This design comes from an exercise in tuning for small area, a short achievable clock period and few clock cycles on the open sky130 flow, not from production work.
In this exercise RTL edits were held to simulation tests only and were not proved equivalent to the original.

==> inputs of wip/zinc <==
## random_heading_waypoint_stepper
module random_heading_waypoint_stepper (
    input  wire logic        clk,
    input  wire logic        rst_n,
    input  wire logic        cfg_we,
    input  wire logic [1:0]  cfg_addr,
    input  wire logic [30:0] cfg_wdata,
    input  wire logic        in_valid,
    output logic             in_ready,
    input  wire logic [31:0] in_current_north,
    input  wire logic [31:0] in_current_east,
    input  wire logic [31:0] in_current_down,
    input  wire logic [15:0] in_heading,
    input  wire logic [15:0] in_random_value,
    output logic             out_valid,
    input  wire logic        out_ready,
    output logic [1:0]       out_event_res,
    output logic [31:0]      out_target_north,
    output logic [31:0]      out_target_east,
    output logic [31:0]      out_target_down,
    output logic [31:0]      out_distance_sq
);
clock: 13.0 ns
lec_check: 0
abc_clock_period_in_ps: 6000
cap_margin: 20
core_margin: 2
core_utilization: 55
setup_slack_margin: 5
slew_margin: 20
standard.sh (not shown) runs the stock make flow with config.mk's settings and CLKGATE_MAP_FILE= SYNTH_SCRIPT=/design/flow/synth_recipe.tcl, a recipe that flattens the netlist after the stock synthesis.
==> flow/flow/run.sh <==
#!/bin/bash
set -euo pipefail
cat config.mk > config_in.log 2>&1
sed 's/SETUP_SLACK_MARGIN=[0-9.]*/SETUP_SLACK_MARGIN=6.5/' standard.sh > standard_margin.sh
cat standard_margin.sh > standard_margin_sh.log
bash standard_margin.sh > standard_run.log 2>&1
==> wip/amber (differences from wip/zinc) <==
--- a/flow/design.v
+++ b/flow/design.v
@@ -81,16 +81,16 @@
     assign zc = z_reg + (pb ? ~atb : atb) + ZW'(pb);
     assign zd = zc + (!zc[ZW-1] ? ~atc : atc) + ZW'(!zc[ZW-1]);
     assign at1 = atan_lut(4'd1);
     assign z1  = d0neg ? (z0 + 32'sd536870912) : (z0 - 32'sd536870912);
     assign z2  = z1 + (!z1[ZW-1] ? ~at1 : at1) + ZW'(!z1[ZW-1]);
     assign ysa  = y_reg >>> ia;
-    assign ysb  = y_reg >>> ib;
+    assign ysb  = ysa >>> 1;         
     assign ysab = y_reg >>> ({1'b0, ia} + {1'b0, ib});
     assign xsa  = x_reg >>> ia;
-    assign xsb  = x_reg >>> ib;
+    assign xsb  = xsa >>> 1;
     assign xsab = x_reg >>> ({1'b0, ia} + {1'b0, ib});
     assign bmask  = ~(15'h7FFF << ib);
     assign cx_sum = {1'b0, y_reg[14:0] | ~bmask} + {1'b0, (pa ? xsa[14:0] : ~xsa[14:0]) & bmask} + 16'(!pa);
     assign cy_sum = {1'b0, x_reg[14:0] | ~bmask} + {1'b0, (pa ? ~ysa[14:0] : ysa[14:0]) & bmask} + 16'(pa);
     assign cxc    = cx_sum[15];
     assign cyc    = cy_sum[15];
@@ -1128,32 +1128,32 @@
     localparam logic [1:0] MU_X    = 2'd1;
     localparam logic [1:0] MU_SLOW = 2'd2;
     localparam logic [1:0] MU_DONE = 2'd3;
     logic [1:0]  mu_st;
     logic [5:0]  mu_cnt;
     logic [29:0] mu_acc;
-    logic [24:0] mu_sr;
+    logic [17:0] mu_sr;
     logic [3:0]  xdig, xd_reg;
     logic [33:0] mu_op;
     logic [34:0] mu_sum;
     logic [46:0] xmag;
     logic [24:0] mag_n, mag_e;
-    logic [24:0] slow_op, sop_v;
-    logic        slow_bit, sop_b;
+    logic [24:0] slow_op;
+    logic        slow_bit;
     logic        mu_first, mu_shift;
     logic [31:0] slow_dist;
     logic        slow_start;
     assign xdig     = 4'(stepv >> {mu_cnt[2:0], 2'b00});
     assign slow_op  = mu_cnt[0] ? mag_e : mag_n;
     assign slow_bit = slow_op[mu_cnt[5:1]];
-    assign mu_op    = (mu_st == MU_X) ? 34'(xd_reg) * 34'(GAIN) : (sop_b ? 34'(sop_v) : 34'd0);
-    assign mu_first = (mu_cnt == 6'd1);
-    assign mu_shift = !mu_cnt[0] && (mu_cnt != 6'd0);
+    assign mu_op    = (mu_st == MU_X) ? 34'(xd_reg) * 34'(GAIN) : (slow_bit ? 34'(slow_op) : 34'd0);
+    assign mu_first = (mu_st == MU_X) ? (mu_cnt == 6'd1) : (mu_cnt == 6'd0);
+    assign mu_shift = mu_cnt[0];
     assign mu_sum   = 35'(mu_first ? 30'd0 : mu_acc) + 35'(mu_op);
-    assign xmag     = {mu_acc[28:0], mu_sr[24:7]};
-    assign slow_dist = (mu_acc[29:23] != 7'd0) ? 32'hFFFF_FFFF : {mu_acc[22:0], mu_sr[24:16]};
+    assign xmag     = {mu_acc[28:0], mu_sr};
+    assign slow_dist = (mu_acc[29:23] != 7'd0) ? 32'hFFFF_FFFF : {mu_acc[22:0], mu_sr[17:9]};
     always_ff @(posedge clk or negedge rst_n)
     begin
         if (!rst_n)
         begin
             mu_st  <= MU_X;
             mu_cnt <= 6'd0;
@@ -1172,13 +1172,13 @@
                     if (mu_cnt == 6'd8)
                         mu_st <= MU_IDLE;
                 end
                 MU_SLOW:
                 begin
                     mu_cnt <= mu_cnt + 6'd1;
-                    if (mu_cnt == 6'd50)
+                    if (mu_cnt == 6'd49)
                         mu_st <= MU_DONE;
                 end
                 MU_DONE:
                 begin
                     if (push)
                     begin
@@ -1200,31 +1200,26 @@
     always_ff @(posedge clk)
     begin
         xd_reg <= xdig;
         if (mu_st == MU_X && mu_cnt != 6'd0)
         begin
             mu_acc <= mu_sum[33:4];
-            mu_sr  <= {mu_sum[3:0], mu_sr[24:4]};
+            mu_sr  <= {mu_sum[3:0], mu_sr[17:4]};
         end
-        else if (mu_st == MU_SLOW && mu_cnt != 6'd0)
+        else if (mu_st == MU_SLOW)
         begin
             if (mu_shift)
             begin
                 mu_acc <= mu_sum[30:1];
-                mu_sr  <= {mu_sum[0], mu_sr[24:1]};
+                mu_sr  <= {mu_sum[0], mu_sr[17:1]};
             end
             else
             begin
                 mu_acc <= mu_sum[29:0];
             end
         end
-        if (mu_st == MU_SLOW)
-        begin
-            sop_v <= slow_op;
-            sop_b <= slow_bit;
-        end
     end
     logic [15:0] tick_reg, rem_reg;
     logic        rbusy;
     logic [3:0]  rcnt;
     logic [15:0] tick_inc, rem_inc;
     logic [16:0] ra;
@@ -1280,15 +1275,15 @@
     logic        r1_chk;
     logic [32:0] r1_mn, r1_me;       
     logic        r1_sn, r1_se;       
     logic [31:0] r1_d;
     logic [15:0] r1_ang;
     logic        r1_small, r1_big, r1_mid;
-    logic        ov, sv;
-    logic [1:0]  o_ev, s_ev;
-    logic [31:0] o_dist, s_dist;
+    logic        ov, o_free;
+    logic [1:0]  o_ev;
+    logic [31:0] o_dist;
     logic        push_sq, push_new, push;
     logic [1:0]  p_ev;
     logic [31:0] p_dist;
     logic [32:0] dn, de, mn, me;
     logic        sm_n, sm_e, bg_n, bg_e;
     logic [15:0] ang_in;
@@ -1304,13 +1299,14 @@
     logic signed [XW-1:0] cx, cy;
     logic                 czpos;
     logic [3:0]           cit;
     logic                 r1_new, c_last, c_hold;
     assign r1_new = r1v && !held_reg;
     assign c_last = r1_new && (cit == 4'd15);
-    assign c_hold = c_last && (ov || sv);
+    assign o_free = !ov || out_ready;
+    assign c_hold = c_last && !o_free;
     rhws_cordic u_cordic (
         .clk    (clk),
         .init   (fire || c_hold),
         .xmag   (xmag),
         .ang    (fire ? ang_in : r1_ang),
         .x_out  (cx),
@@ -1320,16 +1316,18 @@
     );
     logic slow_word;
     assign slow_word  = r1_chk && r1_mid;
     assign slow_start = r1v && held_reg && slow_word;
     assign mag_n      = r1_mn[24:0] + 25'(r1_sn);
     assign mag_e      = r1_me[24:0] + 25'(r1_se);
-    logic r1_moves;
-    assign r1_moves = r1v && held_reg && !sv && (!slow_word || mu_st == MU_DONE);
-    assign in_ready = (mu_st == MU_IDLE) && !rbusy && (tolst == 2'd0)
-                   && (!r1v || r1_moves || (c_last && !ov && !sv && rem_inc != 16'd0));
+    logic r1_moves, rdy_go, rdy_q;
+    assign r1_moves = r1v && held_reg && o_free && (!slow_word || mu_st == MU_DONE);
+    assign rdy_go   = (mu_st == MU_IDLE) && !rbusy && (tolst == 2'd0);
+    assign rdy_q    = (r1v && held_reg && (!slow_word || mu_st == MU_DONE))
+                   || (c_last && rem_inc != 16'd0);
+    assign in_ready = rdy_go && (!r1v || (rdy_q && !ov) || (rdy_q && out_ready));
     assign fire     = in_valid && in_ready;
     always_ff @(posedge clk)
     begin
         if (in_ready || tolst == 2'd1)
         begin
             r1_d   <= in_current_down;
@@ -1399,13 +1397,13 @@
         else
             sat32 = v[31:0];
     endfunction
     assign new_n = sat32(fn[51:16]);
     assign new_e = sat32(fe[51:16]);
     assign push_sq  = r1_moves;
-    assign push_new = c_last && !ov && !sv;
+    assign push_new = c_last && o_free;
     assign push     = push_sq || push_new;
     always_comb
     begin
         if (push_new)
         begin
             p_ev   = EV_NEW;
@@ -1436,73 +1434,42 @@
     begin
         if (!rst_n)
         begin
             held_reg <= 1'b0;
             r1v      <= 1'b0;
             ov       <= 1'b0;
-            sv       <= 1'b0;
         end
         else
         begin
             if (push_new)
                 held_reg <= 1'b1;
             else if (push_sq && r1_chk && reach)
                 held_reg <= 1'b0;
             if (fire)
                 r1v <= 1'b1;
             else if (push)
                 r1v <= 1'b0;
-            if (ov && out_ready)
-            begin
-                if (sv)
-                    sv <= 1'b0;
-                else if (!push)
-                    ov <= 1'b0;
-            end
-            else if (!ov)
-            begin
-                if (push)
-                    ov <= 1'b1;
-            end
-            else if (push)
-            begin
-                sv <= 1'b1;
-            end
+            if (push)
+                ov <= 1'b1;
+            else if (out_ready)
+                ov <= 1'b0;
         end
     end
     always_ff @(posedge clk)
     begin
         if (push_new)
         begin
             tn_reg <= new_n;
             te_reg <= new_e;
             td_reg <= r1_d;
         end
-        if (ov && out_ready)
-        begin
-            if (sv)
-            begin
-                o_ev   <= s_ev;
-                o_dist <= s_dist;
-            end
-            else
-            begin
-                o_ev   <= p_ev;
-                o_dist <= p_dist;
-            end
-        end
-        else if (!ov)
+        if (push)
         begin
             o_ev   <= p_ev;
             o_dist <= p_dist;
         end
-        else if (push)
-        begin
-            s_ev   <= p_ev;
-            s_dist <= p_dist;
-        end
     end
     assign out_valid        = ov;
     assign out_event_res    = o_ev;
     assign out_distance_sq  = o_dist;
     assign out_target_north = tn_reg;
     assign out_target_east  = te_reg;
==> flow/flow/run.sh (replaced) <==
#!/bin/bash
set -euo pipefail
cat config.mk > config_in.log 2>&1
sed 's/SETUP_SLACK_MARGIN=[0-9.]*/SETUP_SLACK_MARGIN=6.3/' standard.sh > standard_margin.sh
cat standard_margin.sh > standard_margin_sh.log
bash standard_margin.sh > standard_run.log 2>&1
- CORE_UTILIZATION: 55 -> 50
==> wip/ember (differences from wip/zinc) <==
--- a/flow/design.v
+++ b/flow/design.v
@@ -81,16 +81,16 @@
     assign zc = z_reg + (pb ? ~atb : atb) + ZW'(pb);
     assign zd = zc + (!zc[ZW-1] ? ~atc : atc) + ZW'(!zc[ZW-1]);
     assign at1 = atan_lut(4'd1);
     assign z1  = d0neg ? (z0 + 32'sd536870912) : (z0 - 32'sd536870912);
     assign z2  = z1 + (!z1[ZW-1] ? ~at1 : at1) + ZW'(!z1[ZW-1]);
     assign ysa  = y_reg >>> ia;
-    assign ysb  = y_reg >>> ib;
+    assign ysb  = ysa >>> 1;         
     assign ysab = y_reg >>> ({1'b0, ia} + {1'b0, ib});
     assign xsa  = x_reg >>> ia;
-    assign xsb  = x_reg >>> ib;
+    assign xsb  = xsa >>> 1;
     assign xsab = x_reg >>> ({1'b0, ia} + {1'b0, ib});
     assign bmask  = ~(15'h7FFF << ib);
     assign cx_sum = {1'b0, y_reg[14:0] | ~bmask} + {1'b0, (pa ? xsa[14:0] : ~xsa[14:0]) & bmask} + 16'(!pa);
     assign cy_sum = {1'b0, x_reg[14:0] | ~bmask} + {1'b0, (pa ? ~ysa[14:0] : ysa[14:0]) & bmask} + 16'(pa);
     assign cxc    = cx_sum[15];
     assign cyc    = cy_sum[15];
@@ -1280,15 +1280,15 @@
     logic        r1_chk;
     logic [32:0] r1_mn, r1_me;       
     logic        r1_sn, r1_se;       
     logic [31:0] r1_d;
     logic [15:0] r1_ang;
     logic        r1_small, r1_big, r1_mid;
-    logic        ov, sv;
-    logic [1:0]  o_ev, s_ev;
-    logic [31:0] o_dist, s_dist;
+    logic        ov, o_free;
+    logic [1:0]  o_ev;
+    logic [31:0] o_dist;
     logic        push_sq, push_new, push;
     logic [1:0]  p_ev;
     logic [31:0] p_dist;
     logic [32:0] dn, de, mn, me;
     logic        sm_n, sm_e, bg_n, bg_e;
     logic [15:0] ang_in;
@@ -1304,13 +1304,14 @@
     logic signed [XW-1:0] cx, cy;
     logic                 czpos;
     logic [3:0]           cit;
     logic                 r1_new, c_last, c_hold;
     assign r1_new = r1v && !held_reg;
     assign c_last = r1_new && (cit == 4'd15);
-    assign c_hold = c_last && (ov || sv);
+    assign o_free = !ov || out_ready;
+    assign c_hold = c_last && !o_free;
     rhws_cordic u_cordic (
         .clk    (clk),
         .init   (fire || c_hold),
         .xmag   (xmag),
         .ang    (fire ? ang_in : r1_ang),
         .x_out  (cx),
@@ -1320,16 +1321,18 @@
     );
     logic slow_word;
     assign slow_word  = r1_chk && r1_mid;
     assign slow_start = r1v && held_reg && slow_word;
     assign mag_n      = r1_mn[24:0] + 25'(r1_sn);
     assign mag_e      = r1_me[24:0] + 25'(r1_se);
-    logic r1_moves;
-    assign r1_moves = r1v && held_reg && !sv && (!slow_word || mu_st == MU_DONE);
-    assign in_ready = (mu_st == MU_IDLE) && !rbusy && (tolst == 2'd0)
-                   && (!r1v || r1_moves || (c_last && !ov && !sv && rem_inc != 16'd0));
+    logic r1_moves, rdy_go, rdy_q;
+    assign r1_moves = r1v && held_reg && o_free && (!slow_word || mu_st == MU_DONE);
+    assign rdy_go   = (mu_st == MU_IDLE) && !rbusy && (tolst == 2'd0);
+    assign rdy_q    = (r1v && held_reg && (!slow_word || mu_st == MU_DONE))
+                   || (c_last && rem_inc != 16'd0);
+    assign in_ready = rdy_go && (!r1v || (rdy_q && !ov) || (rdy_q && out_ready));
     assign fire     = in_valid && in_ready;
     always_ff @(posedge clk)
     begin
         if (in_ready || tolst == 2'd1)
         begin
             r1_d   <= in_current_down;
@@ -1399,13 +1402,13 @@
         else
             sat32 = v[31:0];
     endfunction
     assign new_n = sat32(fn[51:16]);
     assign new_e = sat32(fe[51:16]);
     assign push_sq  = r1_moves;
-    assign push_new = c_last && !ov && !sv;
+    assign push_new = c_last && o_free;
     assign push     = push_sq || push_new;
     always_comb
     begin
         if (push_new)
         begin
             p_ev   = EV_NEW;
@@ -1436,73 +1439,42 @@
     begin
         if (!rst_n)
         begin
             held_reg <= 1'b0;
             r1v      <= 1'b0;
             ov       <= 1'b0;
-            sv       <= 1'b0;
         end
         else
         begin
             if (push_new)
                 held_reg <= 1'b1;
             else if (push_sq && r1_chk && reach)
                 held_reg <= 1'b0;
             if (fire)
                 r1v <= 1'b1;
             else if (push)
                 r1v <= 1'b0;
-            if (ov && out_ready)
-            begin
-                if (sv)
-                    sv <= 1'b0;
-                else if (!push)
-                    ov <= 1'b0;
-            end
-            else if (!ov)
-            begin
-                if (push)
-                    ov <= 1'b1;
-            end
-            else if (push)
-            begin
-                sv <= 1'b1;
-            end
+            if (push)
+                ov <= 1'b1;
+            else if (out_ready)
+                ov <= 1'b0;
         end
     end
     always_ff @(posedge clk)
     begin
         if (push_new)
         begin
             tn_reg <= new_n;
             te_reg <= new_e;
             td_reg <= r1_d;
         end
-        if (ov && out_ready)
-        begin
-            if (sv)
-            begin
-                o_ev   <= s_ev;
-                o_dist <= s_dist;
-            end
-            else
-            begin
-                o_ev   <= p_ev;
-                o_dist <= p_dist;
-            end
-        end
-        else if (!ov)
+        if (push)
         begin
             o_ev   <= p_ev;
             o_dist <= p_dist;
         end
-        else if (push)
-        begin
-            s_ev   <= p_ev;
-            s_dist <= p_dist;
-        end
     end
     assign out_valid        = ov;
     assign out_event_res    = o_ev;
     assign out_distance_sq  = o_dist;
     assign out_target_north = tn_reg;
     assign out_target_east  = te_reg;
==> flow/flow/run.sh (replaced) <==
#!/bin/bash
set -euo pipefail
cat config.mk > config_in.log 2>&1
sed 's/SETUP_SLACK_MARGIN=[0-9.]*/SETUP_SLACK_MARGIN=6.6/' standard.sh > standard_margin.sh
cat standard_margin.sh > standard_margin_sh.log
bash standard_margin.sh > standard_run.log 2>&1
- CORE_UTILIZATION: 55 -> 50
==> wip/garnet (differences from wip/zinc) <==
--- a/flow/design.v
+++ b/flow/design.v
@@ -24,14 +24,13 @@
     output logic signed [XW-1:0]      x_out,
     output logic signed [XW-1:0]      y_out,
     output logic                      zpos,
     output logic [3:0]                it_out
 );
     logic signed [XW-1:0] x_reg, y_reg;
-    logic signed [ZW-1:0] z_reg;         
-    logic                 pa_reg;        
+    logic signed [ZW-1:0] z_reg;
     logic [3:0]           it_reg;
     function automatic logic [ZW-1:0] atan_lut(input logic [3:0] idx);
         case (idx)
             4'd1:    atan_lut = 32'd316933406;
             4'd2:    atan_lut = 32'd167458907;
             4'd3:    atan_lut = 32'd85004756;
@@ -59,33 +58,28 @@
     assign z0    = $signed({angf, 16'd0});
     assign d0neg = z0[ZW-1];
     assign xp    = $signed({1'b0, xmag});
     assign xn    = -xp;
     logic [3:0]           ia, ib, iab;
     logic                 pa, pb;
-    logic signed [ZW-1:0] z1, z2, zc, zd, at1, atb, atc;
+    logic signed [ZW-1:0] za, zb, ata, atb;
     logic signed [XW-1:0] ysa, ysb, ysab, xsa, xsb, xsab;
     logic [14:0]          bmask;
     logic [15:0]          cx_sum, cy_sum;
     logic                 cxc, cyc;
     logic signed [XW-1:0] ax1, ax2, ax3, ay1, ay2, ay3;
-    logic                 ex, ey;
-    logic [XW-1:0]        xs1, xc1, xs2, xc2, ys1, yc1, ys2, yc2;
-    logic [XW:0]          xt, yt;
+    logic [1:0]           kx, ky;
     logic signed [XW-1:0] xb, yb;
     assign ia  = it_reg;
     assign ib  = it_reg + 4'd1;
+    assign ata = atan_lut(ia);
     assign atb = atan_lut(ib);
-    assign atc = atan_lut(ib + 4'd1);
-    assign pa = pa_reg;
-    assign pb = !z_reg[ZW-1];
-    assign zc = z_reg + (pb ? ~atb : atb) + ZW'(pb);
-    assign zd = zc + (!zc[ZW-1] ? ~atc : atc) + ZW'(!zc[ZW-1]);
-    assign at1 = atan_lut(4'd1);
-    assign z1  = d0neg ? (z0 + 32'sd536870912) : (z0 - 32'sd536870912);
-    assign z2  = z1 + (!z1[ZW-1] ? ~at1 : at1) + ZW'(!z1[ZW-1]);
+    assign pa = !z_reg[ZW-1];
+    assign za = z_reg + (pa ? ~ata : ata) + ZW'(pa);
+    assign pb = !za[ZW-1];
+    assign zb = za + (pb ? ~atb : atb) + ZW'(pb);
     assign ysa  = y_reg >>> ia;
     assign ysb  = y_reg >>> ib;
     assign ysab = y_reg >>> ({1'b0, ia} + {1'b0, ib});
     assign xsa  = x_reg >>> ia;
     assign xsb  = x_reg >>> ib;
     assign xsab = x_reg >>> ({1'b0, ia} + {1'b0, ib});
@@ -94,49 +88,37 @@
     assign cy_sum = {1'b0, x_reg[14:0] | ~bmask} + {1'b0, (pa ? ~ysa[14:0] : ysa[14:0]) & bmask} + 16'(pa);
     assign cxc    = cx_sum[15];
     assign cyc    = cy_sum[15];
     assign ax1 = pa ? ~ysa : ysa;
     assign ax2 = pb ? ~ysb : ysb;
     assign ax3 = (pa ^ pb) ? xsab : ~xsab;
-    assign ex  = pb ^ cxc;
+    assign kx  = 2'(pa) + (pb ? 2'(2'd2 - 2'(cxc)) : 2'(cxc));
     assign ay1 = pa ? xsa : ~xsa;
     assign ay2 = pb ? xsb : ~xsb;
     assign ay3 = (pa ^ pb) ? ysab : ~ysab;
-    assign ey  = !(pb ^ cyc);
-    assign xs1 = x_reg ^ ax1 ^ ax2;
-    assign xc1 = {(x_reg[XW-2:0] & ax1[XW-2:0]) | (x_reg[XW-2:0] & ax2[XW-2:0]) | (ax1[XW-2:0] & ax2[XW-2:0]), pa};
-    assign xs2 = xs1 ^ xc1 ^ ax3;
-    assign xc2 = {(xs1[XW-2:0] & xc1[XW-2:0]) | (xs1[XW-2:0] & ax3[XW-2:0]) | (xc1[XW-2:0] & ax3[XW-2:0]), pb};
-    assign xt  = {xs2, ex} + {xc2, ex};
-    assign xb  = xt[XW:1];
-    assign ys1 = y_reg ^ ay1 ^ ay2;
-    assign yc1 = {(y_reg[XW-2:0] & ay1[XW-2:0]) | (y_reg[XW-2:0] & ay2[XW-2:0]) | (ay1[XW-2:0] & ay2[XW-2:0]), !pa};
-    assign ys2 = ys1 ^ yc1 ^ ay3;
-    assign yc2 = {(ys1[XW-2:0] & yc1[XW-2:0]) | (ys1[XW-2:0] & ay3[XW-2:0]) | (yc1[XW-2:0] & ay3[XW-2:0]), !pb};
-    assign yt  = {ys2, ey} + {yc2, ey};
-    assign yb  = yt[XW:1];
+    assign ky  = 2'(!pa) + (pb ? 2'(cyc) : 2'(2'd2 - 2'(cyc)));
+    assign xb = x_reg + ax1 + ax2 + ax3 + {{(XW-2){1'b0}}, kx};
+    assign yb = y_reg + ay1 + ay2 + ay3 + {{(XW-2){1'b0}}, ky};
     always_ff @(posedge clk)
     begin
         if (init)
         begin
             x_reg  <= fold ? xn : xp;
             y_reg  <= (fold ^ d0neg) ? xn : xp;
-            pa_reg <= !z1[ZW-1];
-            z_reg  <= z2;
+            z_reg  <= d0neg ? (z0 + 32'sd536870912) : (z0 - 32'sd536870912);
             it_reg <= 4'd1;
         end
         else
         begin
             x_reg  <= xb;
             y_reg  <= yb;
-            pa_reg <= !zc[ZW-1];
-            z_reg  <= zd;
+            z_reg  <= zb;
             it_reg <= it_reg + 4'd2;
         end
     end
-    assign zpos   = pa_reg;
+    assign zpos   = !z_reg[ZW-1];
     assign x_out  = x_reg;
     assign y_out  = y_reg;
     assign it_out = it_reg;
 endmodule
 `default_nettype wire
 `timescale 1ns / 1ps
@@ -1129,27 +1111,27 @@
     localparam logic [1:0] MU_SLOW = 2'd2;
     localparam logic [1:0] MU_DONE = 2'd3;
     logic [1:0]  mu_st;
     logic [5:0]  mu_cnt;
     logic [29:0] mu_acc;
     logic [24:0] mu_sr;
-    logic [3:0]  xdig, xd_reg;
+    logic [3:0]  xdig;
     logic [33:0] mu_op;
     logic [34:0] mu_sum;
     logic [46:0] xmag;
     logic [24:0] mag_n, mag_e;
     logic [24:0] slow_op, sop_v;
     logic        slow_bit, sop_b;
     logic        mu_first, mu_shift;
     logic [31:0] slow_dist;
     logic        slow_start;
     assign xdig     = 4'(stepv >> {mu_cnt[2:0], 2'b00});
     assign slow_op  = mu_cnt[0] ? mag_e : mag_n;
     assign slow_bit = slow_op[mu_cnt[5:1]];
-    assign mu_op    = (mu_st == MU_X) ? 34'(xd_reg) * 34'(GAIN) : (sop_b ? 34'(sop_v) : 34'd0);
-    assign mu_first = (mu_cnt == 6'd1);
+    assign mu_op    = (mu_st == MU_X) ? 34'(xdig) * 34'(GAIN) : (sop_b ? 34'(sop_v) : 34'd0);
+    assign mu_first = (mu_st == MU_X) ? (mu_cnt == 6'd0) : (mu_cnt == 6'd1);
     assign mu_shift = !mu_cnt[0] && (mu_cnt != 6'd0);
     assign mu_sum   = 35'(mu_first ? 30'd0 : mu_acc) + 35'(mu_op);
     assign xmag     = {mu_acc[28:0], mu_sr[24:7]};
     assign slow_dist = (mu_acc[29:23] != 7'd0) ? 32'hFFFF_FFFF : {mu_acc[22:0], mu_sr[24:16]};
     always_ff @(posedge clk or negedge rst_n)
     begin
@@ -1166,13 +1148,13 @@
         else
         begin
             case (mu_st)
                 MU_X:
                 begin
                     mu_cnt <= mu_cnt + 6'd1;
-                    if (mu_cnt == 6'd8)
+                    if (mu_cnt == 6'd7)
                         mu_st <= MU_IDLE;
                 end
                 MU_SLOW:
                 begin
                     mu_cnt <= mu_cnt + 6'd1;
                     if (mu_cnt == 6'd50)
@@ -1196,14 +1178,13 @@
                 end
             endcase
         end
     end
     always_ff @(posedge clk)
     begin
-        xd_reg <= xdig;
-        if (mu_st == MU_X && mu_cnt != 6'd0)
+        if (mu_st == MU_X)
         begin
             mu_acc <= mu_sum[33:4];
             mu_sr  <= {mu_sum[3:0], mu_sr[24:4]};
         end
         else if (mu_st == MU_SLOW && mu_cnt != 6'd0)
         begin
==> notes.md <==
Maximum frequency: wip/garnet is lower than wip/ember (about 20%). Global-route usage: wip/amber < wip/ember < wip/garnet < wip/zinc. In wip/garnet the first-iteration DRC count is larger than in wip/amber, by 8.3%. Sequential cell count, highest first: wip/garnet, wip/zinc, wip/ember, wip/amber. The highest setup slack belongs to wip/ember, the lowest to wip/garnet. The lowest cell area belongs to wip/amber, the highest to wip/garnet. Of wip/ember and wip/zinc, wip/ember has the higher die area (gap about 3.8%, measured against wip/zinc).
==> figures <==
| metric | wip/ember | wip/garnet | wip/amber | wip/zinc |
|---|---|---|---|---|
| Sequential cell area | 17000 um^2 | 18400 um^2 | 16200 um^2 | 18100 um^2 |
| Depth of the most critical reg-to-reg path | 23 | 34 | 29 | 27 |
| Final critical-path required period | 6530 ps | 8280 ps | 6930 ps | 6900 ps |
| Post-layout instance count excluding filler cells | 11962 | 11662 | 11678 | 12191 |
| Number of multi-input combinational cells in the layout | 7186 | 7225 | 7068 | 7501 |
| WL per Instance | 25.2 um | 26.6 um | 24.6 um | 27.1 um |
| Non-Clock Buffer Area Fraction | 7.01% | 8.42% | 6.30% | 6.58% |
| Post-detail-place hpwl | 228000 um | 224000 um | 220000 um | 250000 um |
| Post-synth cell types | 95 | 101 | 120 | 105 |
| Post-synthesis share of cell area spent on full adders, half adders and majority gates | 25.2% | 24.4% | 25.5% | 23.8% |
| Maximum single-stage delay on the critical path | 580 ps | 630 ps | 540 ps | 560 ps |
| Share of the final layout cell area in multi-input gates | 64.6% | 64.9% | 65.6% | 65.4% |
| Fraction of synthesized cell area taken by the top area cell type | 14.4% | 14.0% | 14.5% | 13.6% |
| Number of setup buffers added after CTS | 157 | 234 | 99 | 120 |
| Run status | complete, no violations | complete, no violations | complete, no violations | complete, no violations |
| Pre-CTS setup slack | 4270 ps | 3050 ps | 3370 ps | 3630 ps |
Testbench counts of wip/zinc, summed over its fixed seeds: cycles 10,937.
Testbench counts of wip/amber, summed over its fixed seeds: cycles 10,937.
Testbench counts of wip/ember, summed over its fixed seeds: cycles 10,937.
Testbench counts of wip/garnet, summed over its fixed seeds: cycles 10,937.

re-timing with driven ports:
Ports are ideal in the flow. The routed layouts listed here were re-timed in OpenROAD.
Step 1: set_driving_cell puts a clkbuf_16 on clk and a buf_2 on each other input, an assumption about the parent block.
Step 2, shift: input delay + t, output delay - t, t = (earliest + latest rising clock arrival at the registers) / 2. This alone moves slack from input paths to output paths.
Three values: ideal ports, drivers, drivers and shift; two values: the first two.
run | t, ns | slack for setup (ns) | clock arrival spread, ns | worst slew at a driven data input, ns
wip/zinc | 0.802 | 6.102 / 6.102 / 5.801 | 0.068 / 0.068 | 0.08
wip/amber | 0.794 | 6.074 / 6.074 / 5.655 | 0.044 / 0.044 | 0.12
wip/ember | 0.807 | 6.471 / 6.471 / 6.012 | 0.092 / 0.092 | 0.10
wip/garnet | 0.791 | 4.724 / 4.724 / 4.724 | 0.063 / 0.063 | 0.13
After both steps setup and hold are still met in every run listed. The setup slack of wip/ember, which loses most, moves by 0.000 ns with the drivers and by -0.459 ns with both steps.
